Context: an optimization exercise on an open-source flow, tuned for small area, a short achievable clock period and few clock cycles. The choices shown serve that exercise and are no tape-out recipe. Only simulation tests tie the RTL to the original design; equivalence was not proved. Power and IR drop assume default switching activity.

==> design.v <==
`timescale 1ns/1ps
module preset_rom (
    input  logic [2:0]             preset,
    input  logic [5-1:0] row,
    output logic [40-1:0]  pattern
);
    always_comb begin
        pattern = '0;
        case (preset)
            3'd1: begin
                case (row)
                    5'd0:    pattern = (40'(7'b1) << (40 - (1) - (1)));
                    5'd1:    pattern = (40'(7'b11) << (40 - (2) - (2)));
                    5'd2:    pattern = (40'(7'b11) << (40 - (1) - (2)));
                    default: pattern = '0;
                endcase
            end
            3'd2: begin
                case (row)
                    5'd13, 5'd17:        pattern = (40'(7'b10101) << (40 - (17) - (5)));
                    5'd14, 5'd15, 5'd16: pattern = (40'(7'b10001) << (40 - (17) - (5)));
                    default:             pattern = '0;
                endcase
            end
            3'd3: begin
                case (row)
                    5'd13, 5'd14: pattern = (40'(7'b11011) << (40 - (17) - (5)));
                    5'd15:        pattern = (40'(7'b01010) << (40 - (17) - (5)));
                    5'd16, 5'd17: pattern = (40'(7'b1010101) << (40 - (16) - (7)));
                    5'd18:        pattern = (40'(7'b1100011) << (40 - (16) - (7)));
                    default:      pattern = '0;
                endcase
            end
            default: pattern = '0;    
        endcase
    end
endmodule
`timescale 1ns/1ps
module life_row_rule (
    input  logic [40-1:0] above,
    input  logic [40-1:0] middle,
    input  logic [40-1:0] below,
    output logic [40-1:0] next
);
    localparam int C = 40;
    logic [C+1:0] l, h;
    assign l[0] = 1'b0;
    assign h[0] = 1'b0;
    assign l[C+1] = 1'b0;
    assign h[C+1] = 1'b0;
    for (genvar i = 0; i < C; i++) begin : g_col
        assign {h[i+1], l[i+1]} = 2'(above[i]) + 2'(middle[i]) + 2'(below[i]);
    end
    for (genvar i = 0; i < C; i += 2) begin : g_pair
        logic [1:0] ph;
        logic       p0, k, z0, z1, z2;
        assign {k, p0} = 2'(l[i+1]) + 2'(l[i+2]);
        assign ph      = 2'(h[i+1]) + 2'(h[i+2]) + 2'(k);
        assign z0      = (ph == 2'd0);
        assign z1      = (ph == 2'd1);
        assign z2      = (ph == 2'd2);
        assign next[i]   = rule(z0, z1, z2, h[i],   l[i],   p0, middle[i]);
        assign next[i+1] = rule(z0, z1, z2, h[i+3], l[i+3], p0, middle[i+1]);
    end
    function automatic logic rule(input logic z0, input logic z1, input logic z2,
                                  input logic v1, input logic v0, input logic p0,
                                  input logic m);
        logic w1, w2;
        w1   = v1 ? z0 : z1;
        w2   = v1 ? z1 : z2;
        rule = (w1 && ((p0 ^ v0) || (m && p0 && v0))) || (w2 && m && !p0 && !v0);
    endfunction
endmodule
`timescale 1ns/1ps
module life_engine (
    input  logic                   clk,
    input  logic                   reset_n,
    input  logic                   preset_load,
    input  logic [2:0]             preset_sel,
    input  logic                   toggle,
    input  logic [6-1:0] cell_x,
    input  logic [5-1:0] cell_y,
    input  logic                   step,
    input  logic                   rd_en,
    input  logic [5-1:0] rd_row,
    output logic                   busy,
    output logic                   rd_valid,
    output logic [40-1:0]  rd_data
);
    localparam int C = 40;
    localparam int R = 30;
    localparam int K = 6;       
    localparam int G = R / K;                
    logic         busy_q;
    logic         op_pre, op_tgl, op_stp, op_rd;    
    logic         run_pre, run_stp;   
    logic [G-1:0] ptr;                
    logic [2:0]   sel_q;
    logic [4:0]   xh_q;               
    logic [7:0]   xl_q;               
    logic [G-1:0] y_grp;              
    logic [K-1:0] y_off;              
    logic         accept;
    assign accept = !busy_q && (preset_load || toggle || step || rd_en);
    assign busy   = busy_q;
    logic [5-1:0] y_in;
    logic [G-1:0]           y_grp_d;
    logic [K-1:0]           y_off_d;
    logic [4:0]             xh_d;
    logic [7:0]             xl_d;
    assign y_in = toggle ? cell_y : rd_row;
    always_comb begin
        y_grp_d = '0;
        y_off_d = '0;
        for (int g = 0; g < G; g++)
            for (int j = 0; j < K; j++)
                if (y_in == 5'(g * K + j)) begin
                    y_grp_d[g] = 1'b1;
                    y_off_d[j] = 1'b1;
                end
        xh_d = '0;
        xl_d = '0;
        for (int h = 0; h < 5; h++)
            if (cell_x[5:3] == 3'(h)) xh_d[h] = 1'b1;
        for (int l = 0; l < 8; l++)
            if (cell_x[2:0] == 3'(l)) xl_d[l] = 1'b1;
    end
    always_ff @(posedge clk) begin
        if (!busy_q) begin
            sel_q <= preset_sel;
            xh_q  <= xh_d;
            xl_q  <= xl_d;
            y_grp <= y_grp_d;
            y_off <= y_off_d;
        end
    end
    logic [G-1:0] ptr_nx;
    assign ptr_nx = {ptr[G-2:0], ptr[G-1]};
    logic tgl_here;       
    logic tgl_next;       
    logic turn_end;       
    assign tgl_here = |(ptr & y_grp);
    assign tgl_next = |(ptr_nx & y_grp);
    assign turn_end = (run_pre || run_stp) && ptr[G-1];
    logic pre_nx, stp_nx, tgl_nx, run_pre_nx, run_stp_nx;
    assign pre_nx     = op_pre && !turn_end;
    assign stp_nx     = op_stp && !turn_end;
    assign tgl_nx     = op_tgl && !tgl_here;
    assign run_pre_nx = pre_nx && (run_pre || ptr_nx[0]);
    assign run_stp_nx = stp_nx && (run_stp || ptr_nx[0]);
    always_ff @(posedge clk or negedge reset_n) begin
        if (!reset_n) begin
            busy_q   <= 1'b0;
            op_pre   <= 1'b0;
            op_tgl   <= 1'b0;
            op_stp   <= 1'b0;
            op_rd    <= 1'b0;
            ptr      <= G'(1);
            rd_valid <= 1'b0;
        end else begin
            ptr      <= ptr_nx;
            rd_valid <= op_rd;
            if (accept) begin
                op_pre <= preset_load;
                op_tgl <= !preset_load && toggle;
                op_stp <= !preset_load && !toggle && step;
                op_rd  <= !preset_load && !toggle && !step && rd_en;
                busy_q <= 1'b1;
            end else begin
                op_pre <= pre_nx;
                op_tgl <= tgl_nx;
                op_stp <= stp_nx;
                op_rd  <= 1'b0;
                busy_q <= ((pre_nx || stp_nx) && !((run_pre_nx || run_stp_nx) && ptr_nx[G-1])) ||
                          (tgl_nx && !tgl_next);
            end
        end
    end
    always_ff @(posedge clk) begin
        if (accept) begin
            run_pre <= preset_load && ptr_nx[0];
            run_stp <= !preset_load && !toggle && step && ptr_nx[0];
        end else begin
            run_pre <= run_pre_nx;
            run_stp <= run_stp_nx;
        end
    end
    logic [R*C-1:0] grid;
    logic [C-1:0]   prev;      
    logic [C-1:0] head [0:K-1];
    for (genvar j = 0; j < K; j++) begin : g_head
        assign head[j] = grid[j*C +: C];
    end
    logic [C-1:0] above, below;
    assign above = ptr[0]   ? '0 : prev;
    assign below = ptr[G-1] ? '0 : grid[K*C +: C];
    logic [C-1:0] col_hit;
    for (genvar b = 0; b < C; b++) begin : g_colhit
        assign col_hit[b] = xh_q[(C - 1 - b) / 8] && xl_q[(C - 1 - b) % 8];
    end
    logic [K*C-1:0] eng_out;
    for (genvar j = 0; j < K; j++) begin : g_row
        logic [C-1:0] up, dn, nxt, pat, pass, keep;
        logic         row_hit;
        assign up = (j == 0)     ? above : head[(j == 0) ? 0 : j - 1];
        assign dn = (j == K - 1) ? below : head[(j == K - 1) ? 0 : j + 1];
        life_row_rule u_rule (
            .above  (up),
            .middle (head[j]),
            .below  (dn),
            .next   (nxt)
        );
        logic [C-1:0] pat_g [0:G-1];
        for (genvar g = 0; g < G; g++) begin : g_rom
            preset_rom u_rom (
                .preset  (sel_q),
                .row     (5'(g * K + j)),
                .pattern (pat_g[g])
            );
        end
        always_comb begin
            pat = '0;
            for (int g = 0; g < G; g++)
                pat = pat | (pat_g[g] & {C{ptr[g]}});
        end
        assign row_hit = op_tgl && tgl_here && y_off[j];
        assign pass    = head[j] ^ (row_hit ? col_hit : '0);
        assign keep = run_pre ? pat : pass;
        assign eng_out[j*C +: C] = run_stp ? nxt : keep;
    end
    always_ff @(posedge clk) begin
        grid[(G-1)*K*C +: K*C] <= eng_out;
        for (int p = 0; p < G - 1; p++)
            grid[p*K*C +: K*C] <= grid[(p+1)*K*C +: K*C];
        prev <= head[K-1];
    end
    logic [R-1:0] rd_sel;
    logic [C-1:0] rd_word;
    logic [G-1:0] rd_pos;      
    always_comb begin
        rd_pos = '0;
        for (int p = 0; p < G; p++)
            for (int v = 0; v < G; v++)
                if (ptr[v] && y_grp[(v + p) % G]) rd_pos[p] = 1'b1;
        for (int p = 0; p < G; p++)
            for (int j = 0; j < K; j++)
                rd_sel[p*K + j] = rd_pos[p] && y_off[j];
    end
    always_comb begin
        rd_word = '0;
        for (int q = 0; q < R; q++)
            rd_word = rd_word | (grid[q*C +: C] & {C{rd_sel[q]}});
    end
    always_ff @(posedge clk) begin
        rd_data <= rd_word;
    end
endmodule
`timescale 1ns/1ps
module life_top (
    input  logic                   clk,
    input  logic                   reset_n,
    input  logic                   preset_load,
    input  logic [2:0]             preset_sel,
    input  logic                   toggle,
    input  logic [6-1:0] cell_x,
    input  logic [5-1:0] cell_y,
    input  logic                   step,
    input  logic                   rd_en,
    input  logic [5-1:0] rd_row,
    output logic                   busy,
    output logic                   rd_valid,
    output logic [40-1:0]  rd_data
);
    life_engine u_life_engine (
        .clk         (clk),
        .reset_n     (reset_n),
        .preset_load (preset_load),
        .preset_sel  (preset_sel),
        .toggle      (toggle),
        .cell_x      (cell_x),
        .cell_y      (cell_y),
        .step        (step),
        .rd_en       (rd_en),
        .rd_row      (rd_row),
        .busy        (busy),
        .rd_valid    (rd_valid),
        .rd_data     (rd_data)
    );
endmodule
==> run.sh <==
#!/bin/bash
# synth_recipe.tcl (not shown) runs the flow's synth.tcl, then flattens the netlist and writes it again
# the make line also repeats each setting of config.mk as NAME=value (left out here)
make -C /OpenROAD-flow-scripts/flow DESIGN_CONFIG=/design/flow/config.mk WORK_HOME=/design/flow/orfs CLKGATE_MAP_FILE= SYNTH_SCRIPT=/design/flow/synth_recipe.tcl finish
==> config.mk <==
export PLATFORM = sky130hd
export DESIGN_NAME = life_top
export DESIGN_NICKNAME = life_top
export VERILOG_FILES = /design/flow/design.v
export SDC_FILE = /design/flow/constraint.sdc
export NUM_CORES = 4
export LEC_CHECK = 0
export CAP_MARGIN = 20
export CORE_MARGIN = 2
export CORE_UTILIZATION = 40
export CTS_BUF_LIST = sky130_fd_sc_hd__clkbuf_4 sky130_fd_sc_hd__clkbuf_8
export SETUP_SLACK_MARGIN = 4.3
export SLEW_MARGIN = 20
==> constraint.sdc <==
create_clock -name core_clock -period 7.0 [get_ports {clk}]
set_input_delay 1.4000 -clock core_clock [delete_from_list [all_inputs] [get_ports {clk}]]
set_output_delay 1.4000 -clock core_clock [all_outputs]
set_load 0.01 [all_outputs]
==> summary.md, run 1 <==
| Metric | Value |
|---|---|
| Outcome | `complete, no violations` |
| Full die area | `158700 um^2` |
| Slowest-stage cell, CP | `dfstp_4` |
| CTS tree | `done` |
| Clock Pin Slew Worst Setup and Hold Paths | `0.07 ns` |
| Clock root cell | `clkbuf_8` |
| Initial antenna violation count | `12` |
| CP required | `between 7 and 8 ns` |
| Fin area | `roughly 83000 um^2` |
| Max Fclk | `0.2999 GHz` |
| I/O Buffers | `66` |
| Worst Reg-to-Reg Cells | `13` |
| Seq/Total Area, Yosys | `a little over two fifths` |
| PwrDens | `202.9 nW/um^2` |
| Final setup fails | `0` |
| Finished Layout Cells | `8905` |
| Detailed Route WL | `267700 um` |
| Clock Skew | `between 0.07 and 0.08 ns` |
| Top FF cell, synth | `dfxtp_1` |
| Final HPWL DP | `between 150000 and 200000 um` |
| Sequential Area | `around 28000 um^2` |
| R2r startpoint | `u_life_engine.ptr[0]` |
| Cell Area, Placed | `around 66000 um^2` |
| First-pass GRT wire length | `between 300000 and 400000 um` |
| Worst Hold Launch | `u_life_engine.grid[441]` |
| Commonest cells post-synth | `dfxtp_1, nor2_1, o21ai_0` |
| DRT Pass-1 Iters | `10` |
| Final TNS setup | `0 ns` |
| TritonCTS Sinks | `1320` |
| Crit path cell chain | `buf_12, buf_12, clkbuf_16, buf_4, nor2b_4, fa_2, ha_2, fa_2, nor2_1, nand2_1, nor4b_2, o21ai_1, o21ai_1` |
| Most common cell in the synthesized netlist | `dfxtp_1` |
| Bufs and invs on worst path | `4` |
| FF+latch count, synth | `1320` |
| H-tree depth | `4` |
| Worst skew pair latency | `1.00 ns` |
| Grt total ovfl | `0` |
| Max-Slew Margin vs Limit | `just over 20%` |
| Die height | `398.4 um` |
| Syn avg cell area | `around 11 um^2` |
| Chip width | `398.4 um` |
| Syn Std Cell Area | `~62000 um^2` |
| Rows | `~140` |
| Synth area leader | `dfxtp_1` |
| Worst-path fanout max | `5` |
| CP startpoint kind | `flop` |
| GRT Util Overall | `between 30% and 40%` |
| Reg-to-Reg End | `u_life_engine.grid[996]` |
| R2R setup slack | `3.67 ns` |
| IO Count | `between 60 and 70` |
| Met3 wire length | `around 32000 um` |
| WL/cell | `30.07 um` |
| Final GP Congestion | `between 0.9 and 1` |
| Iteration-0 DRC Markers | `between 8000 and 9000` |
| Slowest Stage Delay on Critical Path | `a little under 0.7 ns` |
| EDFF count, synth | `27` |
| Final antenna-violating net count | `0` |
| Core footprint | `around 150000 um^2` |
| # DRC | `0` |
| Area Growth Syn to Fin | `33.89%` |
| Placed cells | `7850` |
| Final Hold Vio Count | `0` |
| Yosys warnings | `11` |
| Hold path cells | `0` |
| Crit. End Element | `flop` |
| M1 WL | `~100000 um` |
| Met2 WL | `around 110000 um` |
| Clock tree buffer depth | `3` |
| Synthesized Nets | `about 6400` |
| Worst hold path class | `reg -> reg` |
| Number of distinct library cells after synthesis | `70` |
| Leak | `about 30 nW` |
| Drt via density | `~6.4` |
| Maximum vdd drop | `between 200 and 250 uV` |
| PnR worst setup slack | `roughly 3.7 ns` |
| Worst Hold Endpoint | `u_life_engine.grid[201]` |
| Crit path max-delay family | `adder cells` |
| Synth top area cells | `dfxtp_1, fa_1, a22oi_1` |
| Vias in the first global route | `53910` |
| Min cycle time layout | `between 3 and 4 ns` |
| Top Layer Used | `met5` |
| Fill count | `between 10000 and 15000` |
| CTS Buf Count | `around 220` |
| RSZ-0062 raised after global routing | `yes` |
| Fin. max-slew vios | `0` |
| # Max-Cap Violations | `0` |
| Largest net degree at the start of global routing | `~120` |
| Nets | `roughly 7000` |
| Post-Place Worst Slack | `2.868 ns` |
| Critical Setup Path Class | `reg -> reg` |
| Layout cells sized above 1 | `between 30% and 40%` |
| Post-synth top area share | `between 40 and 50%` |
| Fin crit share | `between 40% and 50%` |
| # hold bufs at CTS | `0` |
| Total number of vias | `between 50000 and 60000` |
| Initial cell density of the core | `around two fifths` |
| Area of the multi-input gates | `about 39000 um^2` |
| Arrival @ worst endpoint | `~4.2 ns` |
| Async SR Flop Fraction | `less than 1%` |
| Tightest Pin Transition | `between 1 and 1.5 ns` |
| Mapped Cells | `between 5000 and 6000` |
-- power breakdown --
group          switching, mW  internal, mW
Sequential             0.184          7.53
Clock                   3.46          4.46
Combinational           1.09         0.180
-- worst max-delay path by stage --
stage | from | end | slack [ns] | cells past startpoint
2_1_floorplan | u_life_engine.ptr[4] | u_life_engine.grid[1180] | 3.92 | 12
3_3_place_gp | u_life_engine.ptr[0] | u_life_engine.grid[982] | 2.93 | 9
3_5_place_dp | u_life_engine.ptr[0] | u_life_engine.grid[983] | 2.87 | 9
4_1_cts | u_life_engine.ptr[0] | u_life_engine.grid[982] | 3.83 | 9
5_1_grt | u_life_engine.ptr[0] | u_life_engine.grid[996] | 3.64 | 13
6_report | u_life_engine.ptr[0] | u_life_engine.grid[996] | 3.67 | 13
-- routing by layer --
| metal | GRT usage, % | vias up |
|---|---|---|
| li1 | - | 23940 |
| met1 | 40.57 | 28290 |
| met2 | 46.37 | 3859 |
| met3 | 8.612 | 1013 |
| met4 | 17.41 | 2 |
| met5 | 0 | - |
-- cells in the final DEF (no fill, tap or decap), types with 32 or more instances in the layout --
cell type,n
a22o_1,109
dfxtp_1,1011
xor2_1,213
a221oi_1,85
o22ai_1,124
buf_12,106
fa_1,86
fa_2,274
inv_1,36
nor2_1,320
nand3b_1,198
buf_8,34
o211ai_1,205
ha_1,67
buf_6,112
nor4b_2,93
clkbuf_8,267
nand4b_1,177
o21ai_2,34
nor2b_4,92
buf_4,459
nand2_1,229
ha_4,39
a21oi_1,226
nor4b_1,83
dfxtp_4,199
clkbuf_4,63
a222oi_1,67
clkinv_2,32
xnor2_1,210
nor2b_1,38
nor2b_2,37
o21ai_1,200
o21ai_0,156
dfxtp_2,72
a22oi_1,273
nor2_4,85
nand4_1,40
-- logic make-up after synthesis --
family                   count (synthesis)  share of synthesized area, %
AO/OA/AOI/OAI                         1711                         18.54
XOR/XNOR                               451                         6.349
adder cells (fa/ha/maj)                480                         14.00
buffers and inverters                  290                         1.792
flip-flops                            1320                         43.00
multiplexers                            18                        0.3037
AND/OR/NAND/NOR                       1639                         16.02
-- sequential cells by signal, summed over array words and instances (netlist names) --
signal	count
u_life_engine.grid	1200
u_life_engine.y_grp	5
u_life_engine.run_pre	1
u_life_engine.op_tgl	1
u_life_engine.op_rd	1
u_life_engine.xh_q	5
u_life_engine.run_stp	1
u_life_engine.op_pre	1
u_life_engine.busy_q	1
u_life_engine.op_stp	1
u_life_engine.y_off	6
u_life_engine.rd_valid	1
u_life_engine.sel_q	3
u_life_engine.prev	40
u_life_engine.rd_data	40
u_life_engine.ptr	5
u_life_engine.xl_q	8
-- through the flow --
| stage | utilization, % | power [mW] | hold WS, ns |
|---|---|---|---|
| after global routing | 53.99 | 17.19 | 0.2991 |
| after global placement | 42.85 | 8.925 | 0.3327 |
| after detailed placement | 42.85 | 8.926 | 0.3345 |
| final | 54.01 | 16.90 | 0.3149 |
| after floorplan | - | 8.336 | 0.3261 |
| after CTS | 50.20 | 16.70 | 0.2946 |
-- cell type report --
class	instances	area share, %
Antenna cell	17	0.05107
Clock buffer	330	4.979
Clock inverter	72	1.120
Inverter	44	0.2118
Multi-Input combinational cell	4307	47.39
Sequential cell	1320	33.13
Tap cell	2044	3.070
Timing Repair Buffer	771	10.05
-- timing repair --
action	4_1_cts	5_1_grt
gates resized for setup	1192	893
buffers inserted	369	239
hold endpoints to repair	0	0
pin swaps	254	470
setup endpoints to repair	327	333
cloned	14	14
Testbench counts, summed over its fixed seeds: cycles 4,592.
==> inputs of run 2 (changes only) <==
--- a/config.mk
+++ b/config.mk
@@ -10,4 +10,4 @@
 export CORE_UTILIZATION = 40
 export CTS_BUF_LIST = sky130_fd_sc_hd__clkbuf_4 sky130_fd_sc_hd__clkbuf_8
-export SETUP_SLACK_MARGIN = 4.3
+export SETUP_SLACK_MARGIN = 4.0
 export SLEW_MARGIN = 20
==> run 2 against run 1 <==
Clock skew down 0.014 ns. Combinational power down 16%. Utilization down 5.5 points. Clock power down 11%. Non-clock buffer count down 370. Maximum frequency up 1.8%. Area after synthesis unchanged. Hold slack better by 0.013 ns. Critical path depth down 2. Sequential share of layout area up 3.3 points. Clock-buffer cell count down 33. Register-to-register slack better by 0.06 ns. Critical path type unchanged. Highest routed layer unchanged.
==> summary.md, run 2 <==
| Metric | Value |
|---|---|
| Most common cell in the synthesized netlist | `dfxtp_1 (unchanged)` |
| Most common cell after layout, fill and taps aside | `dfxtp_1 (unchanged)` |
| Crit path cell chain | `buf_12, clkbuf_16, a222oi_1, buf_4, buf_4, buf_12, a21oi_4, buf_6, a22o_1, or4_1, or4_1 (was buf_12, buf_12, clkbuf_16, buf_4, nor2b_4, fa_2, ha_2, fa_2, nor2_1, nand2_1, nor4b_2, o21ai_1, o21ai_1)` |
| Synth area leader | `dfxtp_1 (unchanged)` |
| Fin area | `74830 um^2 (was 83300 um^2)` |
| Fill count | `13930 (was 12930)` |
| Final GP Congestion | `0.9272 (was 0.9221)` |
| First-pass GRT wire length | `345800 um (was 364100 um)` |
| Total power | `15.83 mW (was 16.90 mW)` |
| # DRC | `0 (unchanged)` |
| Slowest-stage cell, CP | `dfrtp_4 (was dfstp_4)` |
| Cell Area, Placed | `65460 um^2 (was 66090 um^2)` |
| Total number of vias | `53940 (was 57110)` |
| Critical Setup Path Class | `reg -> reg (unchanged)` |
| Hold_ws | `0.3279 ns (was 0.3149 ns)` |
| Tightest Pin Transition | `1.067 ns (was 1.197 ns)` |
| Initial antenna violation count | `12 (unchanged)` |
| Area Growth Syn to Fin | `20.27% (was 33.89%)` |
| Fin crit share | `46.80% (was 47.64%)` |
| Final TNS setup | `0 ns (unchanged)` |
| Core footprint | `154200 um^2 (unchanged)` |
| Worst-path fanout max | `7 (was 5)` |
| Die height | `398.4 um (unchanged)` |
| Initial cell density of the core | `40.34% (unchanged)` |
| CP required | `7.82 ns (was 7.88 ns)` |
| Arrival @ worst endpoint | `4.10 ns (was 4.22 ns)` |
| Max Fclk | `0.3052 GHz (was 0.2999 GHz)` |
| Full die area | `158700 um^2 (unchanged)` |
| Clock Pin Slew Worst Setup and Hold Paths | `0.08 ns (was 0.07 ns)` |
| Max-Slew Margin vs Limit | `28.77% (was 20.19%)` |
| Fin. max-slew vios | `0 (unchanged)` |
| RSZ-0062 raised after global routing | `yes (unchanged)` |
| Post-synth top area share | `41.25% (unchanged)` |
| Yosys warnings | `11 (unchanged)` |
| GRT Util Overall | `29.50% (was 31.10%)` |
| Max reg flops | `1200 (unchanged)` |
| Detailed Route WL | `245200 um (was 267700 um)` |
| Iteration-0 DRC Markers | `6891 (was 8005)` |
| Final Hold Vio Count | `0 (unchanged)` |
| Final setup fails | `0 (unchanged)` |
| Mapped Cells | `5909 (unchanged)` |
| Nets | `6777 (was 7167)` |
| Finished Layout Cells | `8489 (was 8905)` |
| # hold bufs at CTS | `0 (unchanged)` |
| Largest net degree at the start of global routing | `139 (was 123)` |
| Worst hold path class | `reg -> reg (unchanged)` |
| Top Registers | `u_life_engine.grid x1200, u_life_engine.prev x40, u_life_engine.rd_data x40 (unchanged)` |
| Async SR Flop Fraction | `0.8333% (unchanged)` |
| TritonCTS Sinks | `1320 (unchanged)` |
| Outcome | `complete, no violations (unchanged)` |
| Final antenna-violating net count | `0 (unchanged)` |
| FF+latch count, synth | `1320 (unchanged)` |
| Syn avg cell area | `10.53 um^2 (unchanged)` |
| # Max-Cap Violations | `0 (unchanged)` |
| Drt via density | `6.354 (was 6.413)` |
| Leak | `27.34 nW (was 30.09 nW)` |
| Chip width | `398.4 um (unchanged)` |
| Clock root cell | `clkbuf_8 (unchanged)` |
| WL/cell | `28.88 um (was 30.07 um)` |
| Grt total ovfl | `0 (unchanged)` |
| Biggest register | `u_life_engine.grid (unchanged)` |
| CP startpoint kind | `flop (unchanged)` |
| Synth top area cells | `dfxtp_1, fa_1, a22oi_1 (unchanged)` |
| Vias in the first global route | `51550 (was 53910)` |
| Synthesized Nets | `6414 (unchanged)` |
| H-tree depth | `4 (unchanged)` |
| Most frequent cells in the layout | `dfxtp_1, nor2_1, o21ai_0 (was dfxtp_1, buf_4, nor2_1)` |
| R2R setup slack | `3.72 ns (was 3.67 ns)` |
| Slowest Stage Delay on Critical Path | `0.59 ns (was 0.68 ns)` |
| Commonest cells post-synth | `dfxtp_1, nor2_1, o21ai_0 (unchanged)` |
| Rows | `144 (unchanged)` |
| Final HPWL DP | `158500 um (was 159400 um)` |
| Clock Skew | `0.06182 ns (was 0.07595 ns)` |
| Seq/Total Area, Yosys | `43.00% (unchanged)` |
| Min cycle time layout | `3.276 ns (was 3.335 ns)` |
| Placed cells | `7842 (was 7850)` |
| PwrDens | `211.6 nW/um^2 (was 202.9 nW/um^2)` |
| Layout cells sized above 1 | `21.48% (was 34.44%)` |
| Worst skew pair latency | `0.98 ns (was 1.00 ns)` |
| CTS Buf Count | `201 (was 218)` |
| Top FF cell, synth | `dfxtp_1 (unchanged)` |
| DRT Pass-1 Iters | `10 (unchanged)` |
| Crit. End Element | `flop (unchanged)` |
| I/O Buffers | `66 (unchanged)` |
| Maximum vdd drop | `261.1 uV (was 214.6 uV)` |
| Syn Std Cell Area | `62220 um^2 (unchanged)` |
| CTS tree | `done (unchanged)` |
| Number of distinct library cells after synthesis | `70 (unchanged)` |
| IO Count | `67 (unchanged)` |
| EDFF count, synth | `27 (unchanged)` |
| Clock tree buffer depth | `3 (unchanged)` |
==> run 2: layer usage <==
metal  vias to the layer above  part of all wire (%)  track usage (%)
met5                         -                 0.023          0.06053
met1                     26880                    40            38.80
met2                      3319                    44            45.37
li1                      23050                     -                -
met4                         8                   5.6            15.33
met3                       689                    10            6.584
==> run 2: logic make-up (layout without fill, tap and decap cells) <==
family | count (synthesis) | after routing | share of synthesized area, %
other | 0 | 12 | 0
xor gates and xnor gates | 451 | 451 | 6.349
AOI/OAI and AO/OA | 1711 | 1712 | 18.54
DFF | 1320 | 1320 | 43.00
adders and majority gates | 480 | 480 | 14.00
and+or+nand+nor | 1639 | 1643 | 16.02
muxes | 18 | 18 | 0.3037
buffers and inverters | 290 | 809 | 1.792
==> run 2: layout make-up <==
class	instances	area, um^2	area share, %
multi-input combinational	4304	36450	48.70
antenna	12	30.03	0.04013
clock buffer	297	3731	4.986
timing repair buffer	401	3975	5.312
tap	2044	2557	3.418
sequential	1320	27240	36.41
clock inverter	67	683.2	0.9129
inverter	44	166.4	0.2224
==> run 2: worst paths after layout <==
| path | startpoint | cells past startpoint | endpoint |
|---|---|---|---|
| min in group asynchronous | reset_n | 1 | u_life_engine.ptr[1] |
| min reg2reg | u_life_engine.grid[480] | 0 | u_life_engine.grid[240] |
| max in group asynchronous | reset_n | 1 | u_life_engine.ptr[4] |
| max | u_life_engine.ptr[4] | 11 | u_life_engine.rd_data[8] |
| max reg2reg | u_life_engine.ptr[4] | 11 | u_life_engine.rd_data[8] |
| min | u_life_engine.grid[480] | 0 | u_life_engine.grid[240] |
==> run 2: where the power goes <==
part / total [mW] / internal (mW) / switching (mW)
sequential: 7.74 / 7.58 / 0.161
clock: 7.03 / 3.84 / 3.19
combinational: 1.07 / 0.120 / 0.946
total: 15.8 / 11.5 / 4.30
==> run 2: critical path: cells and delay by family, from the launching register on <==
family	cells	cell delay (ns)
AOI/OAI and AO/OA	3	0.52
buffers and inverters	6	1.03
DFF	1	0.59
and+or+nand+nor	2	0.95
==> run 2: stage by stage <==
stage / utilization [%] / setup WS [ns]
2_1_floorplan: - / 3.918
3_3_place_gp: 42.44 / 2.738
3_5_place_dp: 42.45 / 2.632
4_1_cts: 46.79 / 3.766
5_1_grt: 48.50 / 3.720
6_report: 48.52 / 3.724
==> run 2: repair_timing <==
item | in CTS | in global routing
gates cloned | 10 | 5
buffers inserted | 135 | 121
gates resized for setup | 582 | 457
endpoints found under the setup margin | 328 | 263
pin swaps | 126 | 218
==> inputs of run 3 (changes only) <==
--- a/design.v
+++ b/design.v
@@ -101,13 +101,12 @@
     logic [G-1:0] y_grp;              
     logic [K-1:0] y_off;              
+    logic [K-1:0] row_hit;            
     logic         accept;
     assign accept = !busy_q && (preset_load || toggle || step || rd_en);
     assign busy   = busy_q;
-    logic [5-1:0] y_in;
     logic [G-1:0]           y_grp_d;
     logic [K-1:0]           y_off_d;
     logic [4:0]             xh_d;
     logic [7:0]             xl_d;
-    assign y_in = toggle ? cell_y : rd_row;
     always_comb begin
         y_grp_d = '0;
@@ -115,5 +114,5 @@
         for (int g = 0; g < G; g++)
             for (int j = 0; j < K; j++)
-                if (y_in == 5'(g * K + j)) begin
+                if (cell_y == 5'(g * K + j)) begin
                     y_grp_d[g] = 1'b1;
                     y_off_d[j] = 1'b1;
@@ -181,7 +180,9 @@
             run_pre <= preset_load && ptr_nx[0];
             run_stp <= !preset_load && !toggle && step && ptr_nx[0];
+            row_hit <= (!preset_load && toggle && |(ptr_nx & y_grp_d)) ? y_off_d : '0;
         end else begin
             run_pre <= run_pre_nx;
             run_stp <= run_stp_nx;
+            row_hit <= (tgl_nx && tgl_next) ? y_off : '0;
         end
     end
@@ -193,6 +194,14 @@
     end
     logic [C-1:0] above, below;
-    assign above = ptr[0]   ? '0 : prev;
-    assign below = ptr[G-1] ? '0 : grid[K*C +: C];
+    assign above = prev;
+    if (G > 2) begin : g_below
+        logic [C-1:0] below_q;
+        always_ff @(posedge clk) begin
+            below_q <= ptr[G-2] ? '0 : grid[2*K*C +: C];
+        end
+        assign below = below_q;
+    end else begin : g_below
+        assign below = ptr[G-1] ? '0 : grid[K*C +: C];
+    end
     logic [C-1:0] col_hit;
     for (genvar b = 0; b < C; b++) begin : g_colhit
@@ -202,5 +211,4 @@
     for (genvar j = 0; j < K; j++) begin : g_row
         logic [C-1:0] up, dn, nxt, pat, pass, keep;
-        logic         row_hit;
         assign up = (j == 0)     ? above : head[(j == 0) ? 0 : j - 1];
         assign dn = (j == K - 1) ? below : head[(j == K - 1) ? 0 : j + 1];
@@ -224,6 +232,5 @@
                 pat = pat | (pat_g[g] & {C{ptr[g]}});
         end
-        assign row_hit = op_tgl && tgl_here && y_off[j];
-        assign pass    = head[j] ^ (row_hit ? col_hit : '0);
+        assign pass = head[j] ^ (row_hit[j] ? col_hit : '0);
         assign keep = run_pre ? pat : pass;
         assign eng_out[j*C +: C] = run_stp ? nxt : keep;
@@ -233,17 +240,18 @@
         for (int p = 0; p < G - 1; p++)
             grid[p*K*C +: K*C] <= grid[(p+1)*K*C +: K*C];
-        prev <= head[K-1];
-    end
-    logic [R-1:0] rd_sel;
+        prev <= ptr[G-1] ? '0 : head[K-1];
+    end
+    logic [R-1:0] rd_sel, rd_sel_d;
     logic [C-1:0] rd_word;
-    logic [G-1:0] rd_pos;      
-    always_comb begin
-        rd_pos = '0;
-        for (int p = 0; p < G; p++)
-            for (int v = 0; v < G; v++)
-                if (ptr[v] && y_grp[(v + p) % G]) rd_pos[p] = 1'b1;
+    always_comb begin
+        rd_sel_d = '0;
         for (int p = 0; p < G; p++)
             for (int j = 0; j < K; j++)
-                rd_sel[p*K + j] = rd_pos[p] && y_off[j];
+                for (int v = 0; v < G; v++)
+                    if (ptr_nx[v] && rd_row == 5'(((v + p) % G) * K + j))
+                        rd_sel_d[p*K + j] = 1'b1;
+    end
+    always_ff @(posedge clk) begin
+        rd_sel <= rd_sel_d;
     end
     always_comb begin
--- a/config.mk
+++ b/config.mk
@@ -9,5 +9,4 @@
 export CORE_MARGIN = 2
 export CORE_UTILIZATION = 40
-export CTS_BUF_LIST = sky130_fd_sc_hd__clkbuf_4 sky130_fd_sc_hd__clkbuf_8
-export SETUP_SLACK_MARGIN = 4.0
+export SETUP_SLACK_MARGIN = 4.1
 export SLEW_MARGIN = 20
==> run 3 against run 2 <==
Still clean on timing, DRC and antenna. Sequential power rose by 4.0%. Maximum frequency rose by 11%. Sequential cell count rose by 76. Wire length rose by 2.7%. Non-clock buffer count fell by 249. Register-to-register slack improved by 0.33 ns. Utilization fell by 2.9 points. Critical path depth fell by 5. Synthesized cell count rose by 8.5%. Total power rose by 5.3%. Critical endpoint is now u_life_engine.grid[1163].
==> summary.md, run 3 <==
| Metric | Value |
|---|---|
| Outcome | `complete, no violations (unchanged)` |
| Final core utilization | `45.60% (was 48.52%)` |
| Net Sw Power | `3.940 mW (was 4.298 mW)` |
| Synth Area in Compound Gates | `21.16% (was 18.54%)` |
| Clock tree buffer depth | `3 (unchanged)` |
| Grt total ovfl | `0 (unchanged)` |
| Post-synth top area share | `41.99% (was 41.25%)` |
| Post-Place Worst Slack | `3.672 ns (was 2.632 ns)` |
| Combinational Power Share | `3.2% (was 6.7%)` |
| Synthesized Nets | `6915 (was 6414)` |
| Core footprint | `160600 um^2 (was 154200 um^2)` |
| Syn avg cell area | `10.10 um^2 (was 10.53 um^2)` |
| Iteration-0 DRC Markers | `6856 (was 6891)` |
| CP required | `7.61 ns (was 7.82 ns)` |
| PnR worst setup slack | `4.056 ns (was 3.724 ns)` |
| Maximum vdd drop | `257.3 uV (was 261.1 uV)` |
| GRT Util Overall | `29.78% (was 29.50%)` |
| Multiplexer share of the synthesized area | `0.06184% (was 0.3037%)` |
| CTS tree | `done (unchanged)` |
| Switching part of the total | `23.64% (was 27.15%)` |
| Critical path endpoint | `u_life_engine.grid[1163] (was u_life_engine.rd_data[8])` |
| Most frequent cells in the layout | `dfxtp_1, a22oi_1, nand2_1 (was dfxtp_1, nor2_1, o21ai_0)` |
| Synth top area cells | `dfxtp_1, fa_1, a22oi_1 (unchanged)` |
| Syn Std Cell Area | `64750 um^2 (was 62220 um^2)` |
| # Max-Cap Violations | `0 (unchanged)` |
| Chip width | `406.3 um (was 398.4 um)` |
| CP dominant cell by count | `fa_1` |
| Max reg flops | `1200 (unchanged)` |
| Final HPWL DP | `161700 um (was 158500 um)` |
| Largest family of logic cells by synthesized area | `compound AO/OA/AOI/OAI gates (unchanged)` |
| Fin. max-slew vios | `0 (unchanged)` |
| Leak | `27.81 nW (was 27.34 nW)` |
| Fin crit share | `42.06% (was 46.80%)` |
| R2r startpoint | `u_life_engine.grid[203] (was u_life_engine.ptr[4])` |
| Number of distinct library cells after synthesis | `80 (was 70)` |
| Area Growth Syn to Fin | `13.10% (was 20.27%)` |
| Hold_ws | `0.3174 ns (was 0.3279 ns)` |
| Commonest cells post-synth | `dfxtp_1, a22oi_1, nand2_1 (was dfxtp_1, nor2_1, o21ai_0)` |
| Placed cells | `8369 (was 7842)` |
| Synth area leader | `dfxtp_1 (unchanged)` |
| Crit. End Element | `flop (unchanged)` |
| Initial antenna violation count | `12 (unchanged)` |
| Nets | `6880 (was 6777)` |
| Arrival @ worst endpoint | `3.56 ns (was 4.10 ns)` |
| Worst skew pair latency | `0.81 ns (was 0.98 ns)` |
| Total number of vias | `55850 (was 53940)` |
| Final antenna-violating net count | `0 (unchanged)` |
| R2R setup slack | `4.06 ns (was 3.72 ns)` |
| # DRC | `0 (unchanged)` |
| Cell Int Power | `12.73 mW (was 11.53 mW)` |
| Top FF cell, synth | `dfxtp_1 (unchanged)` |
| CP startpoint kind | `flop (unchanged)` |
| Final TNS setup | `0 ns (unchanged)` |
| Final GP Congestion | `0.9124 (was 0.9272)` |
| Worst-path fanout max | `7 (unchanged)` |
| Rows | `147 (was 144)` |
| Slowest Stage Delay on Critical Path | `0.61 ns (was 0.59 ns)` |
| Crit path cell chain | `fa_1, ha_1, fa_1, nor4b_1, a32oi_1, o21ai_0 (was buf_12, clkbuf_16, a222oi_1, buf_4, buf_4, buf_12, a21oi_4, buf_6, a22o_1, or4_1, or4_1)` |
| IO Count | `67 (unchanged)` |
| Detailed Route WL | `251800 um (was 245200 um)` |
| Initial cell density of the core | `40.32% (was 40.34%)` |
| Mapped Cells | `6410 (was 5909)` |
| Die height | `406.3 um (was 398.4 um)` |
| WL/cell | `29.10 um (was 28.88 um)` |
| TritonCTS Sinks | `1396 (was 1320)` |
| Layout cells sized above 1 | `10.82% (was 21.48%)` |
| Clk pwr share | `48.5% (was 44.4%)` |
| Worst Reg-to-Reg Cells | `6 (was 11)` |
| Fill count | `14880 (was 13930)` |
| Min cycle time layout | `2.944 ns (was 3.276 ns)` |
| First-pass GRT wire length | `361400 um (was 345800 um)` |
| Final Hold Vio Count | `0 (unchanged)` |
| Reg-to-Reg End | `u_life_engine.grid[1163] (was u_life_engine.rd_data[8])` |
| CP Launch Point | `u_life_engine.grid[203] (was u_life_engine.ptr[4])` |
| FF+latch count, synth | `1396 (was 1320)` |
| CTS Buf Count | `145 (was 201)` |
| PwrDens | `227.6 nW/um^2 (was 211.6 nW/um^2)` |
| Critical Setup Path Class | `reg -> reg (unchanged)` |
| Full die area | `165100 um^2 (was 158700 um^2)` |
| Seq/Total Area, Yosys | `43.67% (was 43.00%)` |
| EDFF count, synth | `27 (unchanged)` |
| Tightest Pin Transition | `1.207 ns (was 1.067 ns)` |
| Biggest register | `u_life_engine.grid (unchanged)` |
| Async SR Flop Fraction | `0.7880% (was 0.8333%)` |
| DRT Pass-1 Iters | `9 (was 10)` |
| Clock Skew | `0.03362 ns (was 0.06182 ns)` |
| Yosys warnings | `11 (unchanged)` |
| Final setup fails | `0 (unchanged)` |
| Finished Layout Cells | `8652 (was 8489)` |
| Adder-cell share of the synthesized area | `13.45% (was 14.00%)` |
| Drt via density | `6.455 (was 6.354)` |
| I/O Buffers | `66 (unchanged)` |
| Clock Pin Slew Worst Setup and Hold Paths | `0.07 ns (was 0.08 ns)` |
| Worst hold path class | `reg -> reg (unchanged)` |
| Slowest-stage cell, CP | `fa_1 (was dfrtp_4)` |
| Max Fclk | `0.3397 GHz (was 0.3052 GHz)` |
| Simple-gate share of the synthesized area | `13.98% (was 16.02%)` |
| Largest net degree at the start of global routing | `67 (was 139)` |
| Most common cell after layout, fill and taps aside | `dfxtp_1 (unchanged)` |
| Share of power burned in registers | `48.3% (was 48.9%)` |
| H-tree depth | `4 (unchanged)` |
| Clock root cell | `clkbuf_16 (was clkbuf_8)` |
| Most common cell in the synthesized netlist | `dfxtp_1 (unchanged)` |
| Vias in the first global route | `53230 (was 51550)` |
| RSZ-0062 raised after global routing | `yes (unchanged)` |
| Post-synthesis xor/xnor area fraction | `4.924% (was 6.349%)` |
| Max-Slew Margin vs Limit | `19.11% (was 28.77%)` |
run 3: cell types whose count changed after synthesis, sizes merged, moves of 90 or more:
cell	previous run	this run
nand2	234	455
nand4b	177	13
nor3	17	107
o211ai	205	92
nor4b	190	76
a21oi	281	161
nand3	24	241
a22oi	284	594
nand3b	198	20
o22ai	138	43
nand4	40	137
run 3: cells by family (layout without fill, tap and decap cells):
family,count (synthesis),in the layout
XOR/XNOR,364,364
buffers and inverters,454,529
other,0,6
flip-flops,1396,1396
adder cells (fa/ha/maj),480,480
AND/OR/NAND/NOR,1779,1780
AO/OA/AOI/OAI,1933,1933
multiplexers,4,4
run 3: worst min path at each step:
stage                     cells after the start                    start                      end  slack [ns]
after global routing                          0  u_life_engine.grid[402]  u_life_engine.grid[162]        0.33
after global placement                        0  u_life_engine.grid[595]  u_life_engine.grid[355]        0.33
after floorplan                               0  u_life_engine.grid[254]   u_life_engine.grid[14]        0.33
after detailed placement                      0  u_life_engine.grid[587]  u_life_engine.grid[347]        0.34
final                                         0  u_life_engine.grid[402]  u_life_engine.grid[162]        0.32
after CTS                                     0  u_life_engine.grid[402]  u_life_engine.grid[162]        0.33
run 3: layer usage:
| metal | vias up | wire (um) | track usage (%) |
|---|---|---|---|
| li1 | 24000 | - | - |
| met1 | 27670 | 101700 | 39.55 |
| met2 | 3406 | 109500 | 45.37 |
| met3 | 762 | 27820 | 7.679 |
| met4 | 10 | 12720 | 13.55 |
| met5 | - | 70 | 0 |
run 3: metrics by stage:
stage                     cell area [um^2]  power, mW
after detailed placement             67450      8.763
after global routing                 73210      17.04
after global placement               67440      8.768
after floorplan                      64750      8.489
final                                73230      16.67
after CTS                            72590      16.72
run 3: layout make-up:
class	instances	area (um^2)	area share (%)
multi-input cells	4561	34990	47.78
flip-flops and latches	1396	28840	39.39
clock buffers	189	4131	5.642
well taps	2160	2703	3.691
repair buffers	152	1303	1.779
clock inverters	69	792.0	1.082
inverters	119	454.2	0.6202
diodes	6	15.01	0.02050
run 3: repair_timing:
item	CTS	global route
gates cloned	1	0
setup endpoints to repair	149	150
hold buffers	0	0
setup buffers	2	16
gates resized for setup	202	219
pin swaps	1	16
run 3: power groups by stage:
stage / logic (mW) / registers (mW) / clock network (mW)
after floorplan: 0.249 / 8.24 / 0
after global placement: 0.510 / 8.26 / 0
after detailed placement: 0.504 / 8.26 / 0
after CTS: 0.512 / 8.07 / 8.13
after global routing: 0.543 / 8.05 / 8.44
final: 0.536 / 8.05 / 8.08
run 3: critical path: cells and delay by family, from the launching register on:
family	cells	cell delay, ns
adder cells (fa/ha/maj)	3	1.42
AND/OR/NAND/NOR	1	0.55
AO/OA/AOI/OAI	2	0.40
flip-flops	1	0.39
Testbench counts of run 3, summed over its fixed seeds: cycles 4,592.
==> inputs of run 4 (changes only) <==
--- a/config.mk
+++ b/config.mk
@@ -9,4 +9,5 @@
 export CORE_MARGIN = 2
 export CORE_UTILIZATION = 40
+export CTS_BUF_LIST = sky130_fd_sc_hd__clkbuf_4 sky130_fd_sc_hd__clkbuf_8
 export SETUP_SLACK_MARGIN = 4.1
 export SLEW_MARGIN = 20
==> run 4 against run 3 <==
Sequential cell count did not move. Area after synthesis did not move. Critical endpoint is now busy. Setup slack improved by 0.023 ns. Cell count rose by 1.9%. Global-route usage rose by 0.10 points. Non-clock buffer count rose by 2. Critical path depth fell by 5. Via count rose by 0.59%. Critical path type is now reg -> out.
==> summary.md, run 4 <==
| Metric | Value |
|---|---|
| Outcome | `complete, no violations (unchanged)` |
| Final Hold Vio Count | `0 (unchanged)` |
| Top FF cell, synth | `dfxtp_1 (unchanged)` |
| Final setup fails | `0 (unchanged)` |
| CP startpoint kind | `flop (unchanged)` |
| Most frequent cells in the layout | `dfxtp_1, a22oi_1, nand2_1 (unchanged)` |
| Cell Int Power | `12.88 mW (was 12.73 mW)` |
| Vias in the first global route | `53840 (was 53230)` |
| Worst Reg-to-Reg Cells | `6 (unchanged)` |
| Sequential Area | `28860 um^2 (was 28840 um^2)` |
| Nets | `6957 (was 6880)` |
| Crit path cell chain | `buf_6 (was fa_1, ha_1, fa_1, nor4b_1, a32oi_1, o21ai_0)` |
| EDFF count, synth | `27 (unchanged)` |
| Iteration-0 DRC Markers | `7008 (was 6856)` |
| FF+latch count, synth | `1396 (unchanged)` |
| Crit. End Element | `primary output (was flop)` |
| Clock Skew | `0.04896 ns (was 0.03362 ns)` |
| Fin crit share | `41.73% (was 42.06%)` |
| Initial antenna violation count | `16 (was 12)` |
| Crit path max-delay family | `flip-flops (was adder cells)` |
| Die height | `406.3 um (unchanged)` |
| Final TNS setup | `0 ns (unchanged)` |
| Reg-to-Reg End | `u_life_engine.grid[1163] (unchanged)` |
| Min cycle time layout | `2.921 ns (was 2.944 ns)` |
| Synthesized Nets | `6915 (unchanged)` |
| Total number of vias | `56170 (was 55850)` |
| WL/cell | `28.62 um (was 29.10 um)` |
| Synth area leader | `dfxtp_1 (unchanged)` |
| Crit path depth | `1 (was 6)` |
| Seq/Total Area, Yosys | `43.67% (unchanged)` |
| Grt total ovfl | `0 (unchanged)` |
| Final antenna-violating net count | `0 (unchanged)` |
| Fill count | `14910 (was 14880)` |
| Syn Std Cell Area | `64750 um^2 (unchanged)` |
| CP required | `5.60 ns (was 7.61 ns)` |
| Slowest Stage Delay on Critical Path | `0.43 ns (was 0.61 ns)` |
| Worst-path fanout max | `2 (was 7)` |
| Slowest-stage cell, CP | `dfrtp_2 (was fa_1)` |
| CTS tree | `done (unchanged)` |
| Clock Pin Slew Worst Setup and Hold Paths | `0.07 ns (about the same)` |
| PwrDens | `229.7 nW/um^2 (was 227.6 nW/um^2)` |
| Max Fclk | `0.3424 GHz (was 0.3397 GHz)` |
| # DRC | `0 (unchanged)` |
| Critical path endpoint | `busy (was u_life_engine.grid[1163])` |
| Full die area | `165100 um^2 (unchanged)` |
| Clk pwr share | `49.3% (was 48.5%)` |
| R2r startpoint | `u_life_engine.grid[203] (unchanged)` |
| Yosys warnings | `11 (unchanged)` |
| Bufs and invs on worst path | `1 (was 0)` |
| Clock tree buffer depth | `3 (unchanged)` |
| Area of the multi-input gates | `35000 um^2 (was 34990 um^2)` |
| Maximum vdd drop | `175.1 uV (was 257.3 uV)` |
| Share of power burned in registers | `47.6% (was 48.3%)` |
| Most common cell in the synthesized netlist | `dfxtp_1 (unchanged)` |
| Number of distinct library cells after synthesis | `80 (unchanged)` |
| I/O Buffers | `66 (unchanged)` |
| RSZ-0062 raised after global routing | `yes (unchanged)` |
| Worst hold path class | `reg -> reg (unchanged)` |
| Rows | `147 (unchanged)` |
| R2R setup slack | `4.12 ns (was 4.06 ns)` |
| Tightest Pin Transition | `1.229 ns (was 1.207 ns)` |
| Total power | `16.93 mW (was 16.67 mW)` |
| Core footprint | `160600 um^2 (unchanged)` |
| Largest net degree at the start of global routing | `67 (unchanged)` |
| CTS Buf Count | `220 (was 145)` |
| Chip width | `406.3 um (unchanged)` |
| Most common cell after layout, fill and taps aside | `dfxtp_1 (unchanged)` |
| Leak | `28.11 nW (was 27.81 nW)` |
| # Max-Cap Violations | `0 (unchanged)` |
| Syn avg cell area | `10.10 um^2 (unchanged)` |
| Switching part of the total | `23.90% (was 23.64%)` |
| Hold path cells | `0 (unchanged)` |
| Final GP Congestion | `0.9124 (unchanged)` |
| H-tree depth | `4 (unchanged)` |
| TritonCTS Sinks | `1396 (unchanged)` |
| Mapped Cells | `6410 (unchanged)` |
| Max-Slew Margin vs Limit | `17.61% (was 19.11%)` |
| DRT Pass-1 Iters | `6 (was 9)` |
| Synth top area cells | `dfxtp_1, fa_1, a22oi_1 (unchanged)` |
| # hold bufs at CTS | `0 (unchanged)` |
| Detailed Route WL | `252400 um (was 251800 um)` |
| Critical Setup Path Class | `reg -> out (was reg -> reg)` |
| Drt via density | `6.370 (was 6.455)` |
| Post-synth top area share | `41.99% (unchanged)` |
| Arrival @ worst endpoint | `1.52 ns (was 3.56 ns)` |
| Net Sw Power | `4.046 mW (was 3.940 mW)` |
| Commonest cells post-synth | `dfxtp_1, a22oi_1, nand2_1 (unchanged)` |
| Layout cells sized above 1 | `14.01% (was 10.82%)` |
| IO Count | `67 (unchanged)` |
| Biggest register | `u_life_engine.grid (unchanged)` |
| Area Growth Syn to Fin | `13.83% (was 13.10%)` |
| Combinational Power Share | `3.2% (about the same)` |
| Async SR Flop Fraction | `0.7880% (unchanged)` |
| GRT Util Overall | `29.88% (was 29.78%)` |
| Max reg flops | `1200 (unchanged)` |
| Final HPWL DP | `161700 um (unchanged)` |
| Worst skew pair latency | `1.01 ns (was 0.81 ns)` |
| Fin. max-slew vios | `0 (unchanged)` |
| Clock root cell | `clkbuf_8 (was clkbuf_16)` |
| Initial cell density of the core | `40.32% (unchanged)` |
| First-pass GRT wire length | `362800 um (was 361400 um)` |
| CP Launch Point | `u_life_engine.busy_q (was u_life_engine.grid[203])` |
## run 4: cell counts after synthesis
No cell type changed its count.
## run 4: how the worst min path moves through the flow
stage                                         end  slack (ns)                     from
after floorplan            u_life_engine.grid[14]        0.33  u_life_engine.grid[254]
after global placement    u_life_engine.grid[355]        0.33  u_life_engine.grid[595]
after detailed placement  u_life_engine.grid[347]        0.34  u_life_engine.grid[587]
after CTS                 u_life_engine.grid[114]        0.32  u_life_engine.grid[354]
after global routing      u_life_engine.grid[194]        0.34  u_life_engine.grid[434]
final                      u_life_engine.grid[74]        0.31  u_life_engine.grid[314]
## run 4: kinds of logic (layout without fill, tap and decap cells)
group,count (synthesis),count (layout),synth area share (%)
AO/OA/AOI/OAI,1933,1933,21.16
AND/OR/NAND/NOR,1779,1780,13.98
flip-flops,1396,1396,43.67
adder cells (fa/ha/maj),480,480,13.45
buffers and inverters,454,688,2.754
XOR/XNOR,364,364,4.924
multiplexers,4,4,0.06184
other,0,13,0
## run 4: through the flow
step	util, %	instance area (um^2)	worst slack (ns)	hold slack [ns]	cells
detailed placement	42.00	67450	3.672	0.3362	8369
global placement	42.00	67440	3.676	0.3323	8369
CTS	45.47	73010	4.025	0.3226	8787
global route	45.89	73680	4.026	0.3358	8810
finish	45.90	73700	4.079	0.3057	8818
floorplan	-	64750	4.156	0.3311	6410
## run 4: metal layers
layer	track usage (%)	up-vias	wire, um
li1	-	24200	-
met1	39.64	27900	103300
met5	0	-	54
met3	7.710	729	26520
met2	45.09	3337	110200
met4	14.68	8	12270
## run 4: power by group through the flow
stage | Clock [mW] | Sequential, mW | Combinational, mW
after floorplan | 0 | 8.24 | 0.249
after global placement | 0 | 8.26 | 0.510
after detailed placement | 0 | 8.26 | 0.504
after CTS | 8.39 | 8.08 | 0.512
after global routing | 8.74 | 8.05 | 0.543
final | 8.34 | 8.06 | 0.535
## run 4: worst reg2reg max path, stage by stage (launching register included)
cell and delay (ns):
dfxtp_4 0.39, fa_1 0.60, ha_1 0.26, fa_1 0.54, nor4b_1 0.52, a32oi_1 0.16, o21ai_0 0.23
## run 4: repair_timing
item | CTS | global route
setup buffers | 2 | 18
setup endpoints to repair | 144 | 155
cloned | 1 | 0
gates resized for setup | 357 | 227
pin swaps | 1 | 18
## run 4: cell type report
type                            instances  share of cell area [%]
Multi-Input combinational cell       4561                   47.49
Antenna cell                           13                 0.04414
Clock buffer                          326                   5.732
Sequential cell                      1396                   39.16
Clock inverter                         89                   1.589
Timing Repair Buffer                  154                   1.699
Tap cell                             2160                   3.667
Inverter                              119                  0.6163
==> inputs of run 5 (changes only) <==
--- a/config.mk
+++ b/config.mk
@@ -9,5 +9,6 @@
 export CORE_MARGIN = 2
 export CORE_UTILIZATION = 40
-export CTS_BUF_LIST = sky130_fd_sc_hd__clkbuf_4 sky130_fd_sc_hd__clkbuf_8
+export CTS_CLUSTER_DIAMETER = 100
+export CTS_CLUSTER_SIZE = 30
 export SETUP_SLACK_MARGIN = 4.1
 export SLEW_MARGIN = 20
==> run 5 against run 4 <==
Clock power shrank 48%. Sequential cell count is the same. Clock skew shrank 0.017 ns. Non-clock buffer count grew 6. Sequential share of layout area grew 2.0 points. Cell count shrank 3.8%. Hold slack gained 0.029 ns. Global-route usage shrank 0.56 points.
==> summary.md, run 5 <==
| Metric | Value |
|---|---|
| Crit path cell chain | `buf_6, inv_6, buf_6, or4b_1, nor4b_2, a21oi_1, o41ai_1 (was buf_6)` |
| Chip width | `406.3 um (unchanged)` |
| Vias in the first global route | `52120 (was 53840)` |
| R2r startpoint | `u_life_engine.run_stp (was u_life_engine.grid[203])` |
| Slowest Stage Delay on Critical Path | `0.63 ns (was 0.43 ns)` |
| Multiplexer share of the synthesized area | `0.06184% (unchanged)` |
| Final GP Congestion | `0.9124 (unchanged)` |
| CP startpoint kind | `flop (unchanged)` |
| Synth Area in Compound Gates | `21.16% (unchanged)` |
| Commonest cells post-synth | `dfxtp_1, a22oi_1, nand2_1 (unchanged)` |
| Slowest-stage cell, CP | `or4b_1 (was dfrtp_2)` |
| Synth top area cells | `dfxtp_1, fa_1, a22oi_1 (unchanged)` |
| CP dominant cell by count | `buf_6` |
| Critical Setup Path Class | `reg -> reg (was reg -> out)` |
| Clock Pin Slew Worst Setup and Hold Paths | `0.12 ns (was 0.07 ns)` |
| Drt via density | `6.470 (was 6.370)` |
| I/O Buffers | `66 (unchanged)` |
| Largest family of logic cells by synthesized area | `compound AO/OA/AOI/OAI gates (unchanged)` |
| Leak | `26.31 nW (was 28.11 nW)` |
| H-tree depth | `2 (was 4)` |
| Tightest Pin Transition | `1.228 ns (was 1.229 ns)` |
| Min cycle time layout | `2.930 ns (was 2.921 ns)` |
| Mapped Cells | `6410 (unchanged)` |
| Seq/Total Area, Yosys | `43.67% (unchanged)` |
| Iteration-0 DRC Markers | `6652 (was 7008)` |
| CTS tree | `done (unchanged)` |
| Number of distinct library cells after synthesis | `80 (unchanged)` |
| R2R setup slack | `4.07 ns (was 4.12 ns)` |
| Most frequent cells in the layout | `dfxtp_1, a22oi_1, nand2_1 (unchanged)` |
| Clock Skew | `0.03219 ns (was 0.04896 ns)` |
| Fin crit share | `41.86% (was 41.73%)` |
| Bufs and invs on worst path | `3 (was 1)` |
| Crit path max-delay family | `buffers and inverters (was flip-flops)` |
| Simple-gate share of the synthesized area | `13.98% (unchanged)` |
| Core footprint | `160600 um^2 (unchanged)` |
| Post-synthesis xor/xnor area fraction | `4.924% (unchanged)` |
| Synthesized Nets | `6915 (unchanged)` |
| First-pass GRT wire length | `357000 um (was 362800 um)` |
| Top FF cell, synth | `dfxtp_1 (unchanged)` |
| Initial antenna violation count | `15 (was 16)` |
| Worst-path fanout max | `66 (was 2)` |
| EDFF count, synth | `27 (unchanged)` |
| GRT Util Overall | `29.32% (was 29.88%)` |
| Synth area leader | `dfxtp_1 (unchanged)` |
| Outcome | `complete, no violations (unchanged)` |
| Most common cell in the synthesized netlist | `dfxtp_1 (unchanged)` |
| Fin area | `70160 um^2 (was 73700 um^2)` |
| Largest net degree at the start of global routing | `67 (unchanged)` |
| Full die area | `165100 um^2 (unchanged)` |
| Final setup fails | `0 (unchanged)` |
| Worst Hold Launch | `u_life_engine.grid[479] (was u_life_engine.grid[314])` |
| Reg-to-Reg End | `u_life_engine.grid[1074] (was u_life_engine.grid[1163])` |
| Async SR Flop Fraction | `0.7880% (unchanged)` |
| Cell Area, Placed | `67450 um^2 (unchanged)` |
| Worst Hold Endpoint | `u_life_engine.grid[239] (was u_life_engine.grid[74])` |
| # DRC | `0 (unchanged)` |
| TritonCTS Sinks | `1396 (unchanged)` |
| Detailed Route WL | `248700 um (was 252400 um)` |
| Total number of vias | `54890 (was 56170)` |
| Hold path cells | `0 (unchanged)` |
| Crit. End Element | `flop (was primary output)` |
| Fin. max-slew vios | `0 (unchanged)` |
| Post-synth top area share | `41.99% (unchanged)` |
| Clock root cell | `clkbuf_16 (was clkbuf_8)` |
| Rows | `147 (unchanged)` |
| Die height | `406.3 um (unchanged)` |
| Max reg flops | `1200 (unchanged)` |
| RSZ-0062 raised after global routing | `yes (unchanged)` |
| # hold bufs at CTS | `0 (unchanged)` |
| Worst hold path class | `reg -> reg (unchanged)` |
| # Max-Cap Violations | `0 (unchanged)` |
| CTS Buf Count | `57 (was 220)` |
| Initial cell density of the core | `40.32% (unchanged)` |
| CP required | `7.61 ns (was 5.60 ns)` |
| WL/cell | `29.32 um (was 28.62 um)` |
| Syn Std Cell Area | `64750 um^2 (unchanged)` |
| Biggest register | `u_life_engine.grid (unchanged)` |
| PwrDens | `184.3 nW/um^2 (was 229.7 nW/um^2)` |
| Grt total ovfl | `0 (unchanged)` |
| IO Count | `67 (unchanged)` |
| DRT Pass-1 Iters | `6 (unchanged)` |
| Nets | `6800 (was 6957)` |
| Final TNS setup | `0 ns (unchanged)` |
| Area Growth Syn to Fin | `8.358% (was 13.83%)` |
| Yosys warnings | `11 (unchanged)` |
| Maximum vdd drop | `191.0 uV (was 175.1 uV)` |
| Arrival @ worst endpoint | `3.54 ns (was 1.52 ns)` |
| Final antenna-violating net count | `0 (unchanged)` |
| Syn avg cell area | `10.10 um^2 (unchanged)` |
| Max-Slew Margin vs Limit | `17.66% (was 17.61%)` |
| Final HPWL DP | `161700 um (unchanged)` |
| Total power | `12.93 mW (was 16.93 mW)` |
| Clock tree buffer depth | `3 (unchanged)` |
| Worst skew pair latency | `0.73 ns (was 1.01 ns)` |
| Layout cells sized above 1 | `8.769% (was 14.01%)` |
| Final Hold Vio Count | `0 (unchanged)` |
| Worst Reg-to-Reg Cells | `7 (was 6)` |
| Most common cell after layout, fill and taps aside | `dfxtp_1 (unchanged)` |
| Adder-cell share of the synthesized area | `13.45% (unchanged)` |
| FF+latch count, synth | `1396 (unchanged)` |
| Max Fclk | `0.3413 GHz (was 0.3424 GHz)` |
## run 5: cell count changes in the layout (fill, tap and decap cells not counted), sizes merged, moves of 13 or more
| cell | before | now |
|---|---|---|
| clkinvlp | 13 | 0 |
| bufinv | 24 | 0 |
| dlygate4sd2 | 0 | 41 |
| clkbuf | 326 | 66 |
| clkinv | 46 | 8 |
| buf | 130 | 94 |
## run 5: logic make-up after synthesis
| group | after synthesis |
|---|---|
| AND/OR/NAND/NOR | 1779 |
| AO/OA/AOI/OAI | 1933 |
| flip-flops | 1396 |
| XOR/XNOR | 364 |
| buffers and inverters | 454 |
| multiplexers | 4 |
| adder cells (fa/ha/maj) | 480 |
## run 5: through the flow
stage               cells  hold WS [ns]  util (%)  setup slack, ns
finish               8483        0.3344     43.69            4.070
global route         8478        0.3410     43.69            3.956
CTS                  8455        0.3337     43.27            3.960
detailed placement   8369        0.3362     42.00            3.672
global placement     8369        0.3323     42.00            3.676
floorplan            6410        0.3311         -            4.156
## run 5: power by group
group | total [mW] | switching, mW | internal, mW
combinational | 0.534 | 0.450 | 0.0849
clock | 4.35 | 2.70 | 1.65
sequential | 8.05 | 0.0540 | 7.99
## run 5: how the worst max path moves through the flow
stage                                  startpoint                  endpoint  slack [ns]  depth (start not counted)
final                       u_life_engine.run_stp  u_life_engine.grid[1074]        4.07                          7
after global routing      u_life_engine.grid[107]  u_life_engine.grid[1106]        3.96                          8
after CTS                 u_life_engine.grid[155]  u_life_engine.grid[1074]        3.96                          7
after detailed placement                cell_y[2]  u_life_engine.row_hit[3]        3.67                          6
after global placement                  cell_y[1]  u_life_engine.row_hit[2]        3.68                          6
after floorplan           u_life_engine.grid[171]  u_life_engine.grid[1170]        4.16                          9
## run 5: repair_timing
item / 4_1_cts / 5_1_grt
buffers inserted: 4 / 22
pin swaps: 2 / 19
endpoints found under the hold margin: 0 / 0
gates cloned: 0 / 1
endpoints found under the setup margin: 158 / 148
gates resized for setup: 215 / 226
## run 5: worst reg2reg max path, cell delays in order, from the launching register on
cell,delay [ns]
dfxtp_4,0.62
buf_6,0.36
inv_6,0.32
buf_6,0.46
or4b_1,0.66
nor4b_2,0.24
a21oi_1,0.06
o41ai_1,0.10
## run 5: layout make-up
class / instances / area (um^2)
antenna: 5 / 12.51
clock buffer: 66 / 1556
clock inverter: 16 / 193.9
fill: 15190 / 90410
inverter: 119 / 451.7
multi-input combinational: 4561 / 34980
sequential: 1396 / 28890
tap: 2160 / 2703
timing repair buffer: 160 / 1370
## run 5: per-layer routing
metal	vias up	track usage (%)	wire length, um
met5	-	0	68
met4	10	12.92	12010
met3	640	6.268	25240
met2	3224	44.93	108500
met1	27310	39.72	102900
li1	23700	-	-
==> inputs of run 6 (changes only) <==
--- a/config.mk
+++ b/config.mk
@@ -9,6 +9,6 @@
 export CORE_MARGIN = 2
 export CORE_UTILIZATION = 40
-export CTS_CLUSTER_DIAMETER = 100
-export CTS_CLUSTER_SIZE = 30
+export CTS_CLUSTER_DIAMETER = 80
+export CTS_CLUSTER_SIZE = 20
 export SETUP_SLACK_MARGIN = 4.1
 export SLEW_MARGIN = 20
==> run 6 against run 5 <==
Non-clock buffer count is 2 lower. Setup slack better by 0.011 ns. Global-route usage is 0.22 points higher. Combinational power hardly changed. Critical endpoint unchanged.
==> summary.md, run 6 <==
| Metric | Value |
|---|---|
| Arrival @ worst endpoint | `3.54 ns (about the same)` |
| Final GP Congestion | `0.9124 (unchanged)` |
| Maximum vdd drop | `183.6 uV (was 191.0 uV)` |
| Outcome | `complete, no violations (unchanged)` |
| Bufs and invs on worst path | `3 (unchanged)` |
| Fin. max-slew vios | `0 (unchanged)` |
| Worst Reg-to-Reg Cells | `7 (unchanged)` |
| FF+latch count, synth | `1396 (unchanged)` |
| Total power | `13.90 mW (was 12.93 mW)` |
| Crit. End Element | `flop (unchanged)` |
| Top Layer Used | `met5 (unchanged)` |
| Clock Skew | `0.03420 ns (was 0.03219 ns)` |
| Chip width | `406.3 um (unchanged)` |
| Most frequent cells in the layout | `dfxtp_1, a22oi_1, nand2_1 (unchanged)` |
| CP startpoint kind | `flop (unchanged)` |
| Commonest cells post-synth | `dfxtp_1, a22oi_1, nand2_1 (unchanged)` |
| Most common cell after layout, fill and taps aside | `dfxtp_1 (unchanged)` |
| Syn Std Cell Area | `64750 um^2 (unchanged)` |
| Yosys warnings | `11 (unchanged)` |
| Total number of vias | `55420 (was 54890)` |
| Detailed Route WL | `249800 um (was 248700 um)` |
| Max Fclk | `0.3426 GHz (was 0.3413 GHz)` |
| Vias in the first global route | `52580 (was 52120)` |
| Crit path cell chain | `buf_6, inv_6, buf_6, or4b_1, nor4b_2, a21oi_1, o41ai_1 (unchanged)` |
| CTS Buf Count | `87 (was 57)` |
| PwrDens | `196.0 nW/um^2 (was 184.3 nW/um^2)` |
| Max-Slew Margin vs Limit | `21.11% (was 17.66%)` |
| I/O Buffers | `66 (unchanged)` |
| Synthesized Nets | `6915 (unchanged)` |
| Synth area leader | `dfxtp_1 (unchanged)` |
| Top FF cell, synth | `dfxtp_1 (unchanged)` |
| Worst-path fanout max | `66 (unchanged)` |
| TritonCTS Sinks | `1396 (unchanged)` |
| Final antenna-violating net count | `0 (unchanged)` |
| Slowest Stage Delay on Critical Path | `0.63 ns (about the same)` |
| # Max-Cap Violations | `0 (unchanged)` |
| Synth top area cells | `dfxtp_1, fa_1, a22oi_1 (unchanged)` |
| Clock Pin Slew Worst Setup and Hold Paths | `0.09 ns (was 0.12 ns)` |
| H-tree depth | `3 (was 2)` |
| Layout cells sized above 1 | `8.997% (was 8.769%)` |
| Number of distinct library cells after synthesis | `80 (unchanged)` |
| Most common cell in the synthesized netlist | `dfxtp_1 (unchanged)` |
| Worst skew pair latency | `0.73 ns (about the same)` |
| Largest net degree at the start of global routing | `67 (unchanged)` |
| Met2 WL | `108800 um (was 108500 um)` |
| Seq/Total Area, Yosys | `43.67% (unchanged)` |
| R2r startpoint | `u_life_engine.run_stp (unchanged)` |
| Clock tree buffer depth | `3 (unchanged)` |
| Full die area | `165100 um^2 (unchanged)` |
-- run 6: cell counts after synthesis --
Identical to the previous run, type by type.
-- run 6: repair_timing --
action	CTS	global route
cloned	0	1
pin swaps	2	14
hold buffers	0	0
endpoints found under the setup margin	154	153
setup buffers	3	21
resized for setup	196	215
-- run 6: area by class of cell --
cell class                 count  area, um^2
timing repair buffer         158        1350
inverter                     119       451.7
clock buffer                 102        2349
sequential                  1396       28850
fill                       15120       89670
antenna                        6       15.01
clock inverter                22       230.2
multi-input combinational   4561       34950
tap                         2160        2703
-- run 6: metal layers --
layer	GRT usage (%)	up-vias
li1	-	23790
met5	0	-
met3	7.258	692
met1	39.59	27550
met2	45.00	3380
met4	13.12	8
-- run 6: cells by family after synthesis --
| kind of cell | after synthesis | share of synthesized area [%] |
|---|---|---|
| compound gates | 1933 | 21.16 |
| xor+xnor | 364 | 4.924 |
| fa+ha+maj | 480 | 13.45 |
| buf+inv | 454 | 2.754 |
| flops | 1396 | 43.67 |
| mux | 4 | 0.06184 |
| simple gates | 1779 | 13.98 |
-- run 6: how the worst min path moves through the flow --
stage	depth (start not counted)	endpoint	start	slack, ns
2_1_floorplan	0	u_life_engine.grid[14]	u_life_engine.grid[254]	0.33
3_5_place_dp	0	u_life_engine.grid[347]	u_life_engine.grid[587]	0.34
3_3_place_gp	0	u_life_engine.grid[355]	u_life_engine.grid[595]	0.33
6_report	0	u_life_engine.grid[194]	u_life_engine.grid[434]	0.33
5_1_grt	0	u_life_engine.grid[315]	u_life_engine.grid[555]	0.34
4_1_cts	0	u_life_engine.grid[114]	u_life_engine.grid[354]	0.33
-- run 6: report_power, final --
part / switching, mW / internal [mW] / leakage, nW
Combinational: 0.450 / 0.0843 / 14.0
Clock: 2.89 / 2.43 / 1.27
Sequential: 0.0537 / 7.99 / 11.5
Total: 3.40 / 10.5 / 26.7
-- run 6: per-stage QoR --
stage | area [um^2] | hold WS, ns | instances | worst slack (ns)
3_3_place_gp | 67440 | 0.3323 | 8369 | 3.676
6_report | 70900 | 0.3349 | 8524 | 4.081
2_1_floorplan | 64750 | 0.3311 | 6410 | 4.156
5_1_grt | 70880 | 0.3398 | 8518 | 3.959
3_5_place_dp | 67450 | 0.3362 | 8369 | 3.672
4_1_cts | 70270 | 0.3327 | 8496 | 3.951

Re-timed with assumed drivers on the ports (clkbuf_16 on the clock, buf_2 on other inputs), run 6 has 4.069 ns of setup slack against 4.081 ns with ideal ports, and 3.651 ns once port delays also move by the mid clock arrival of 0.799 ns.
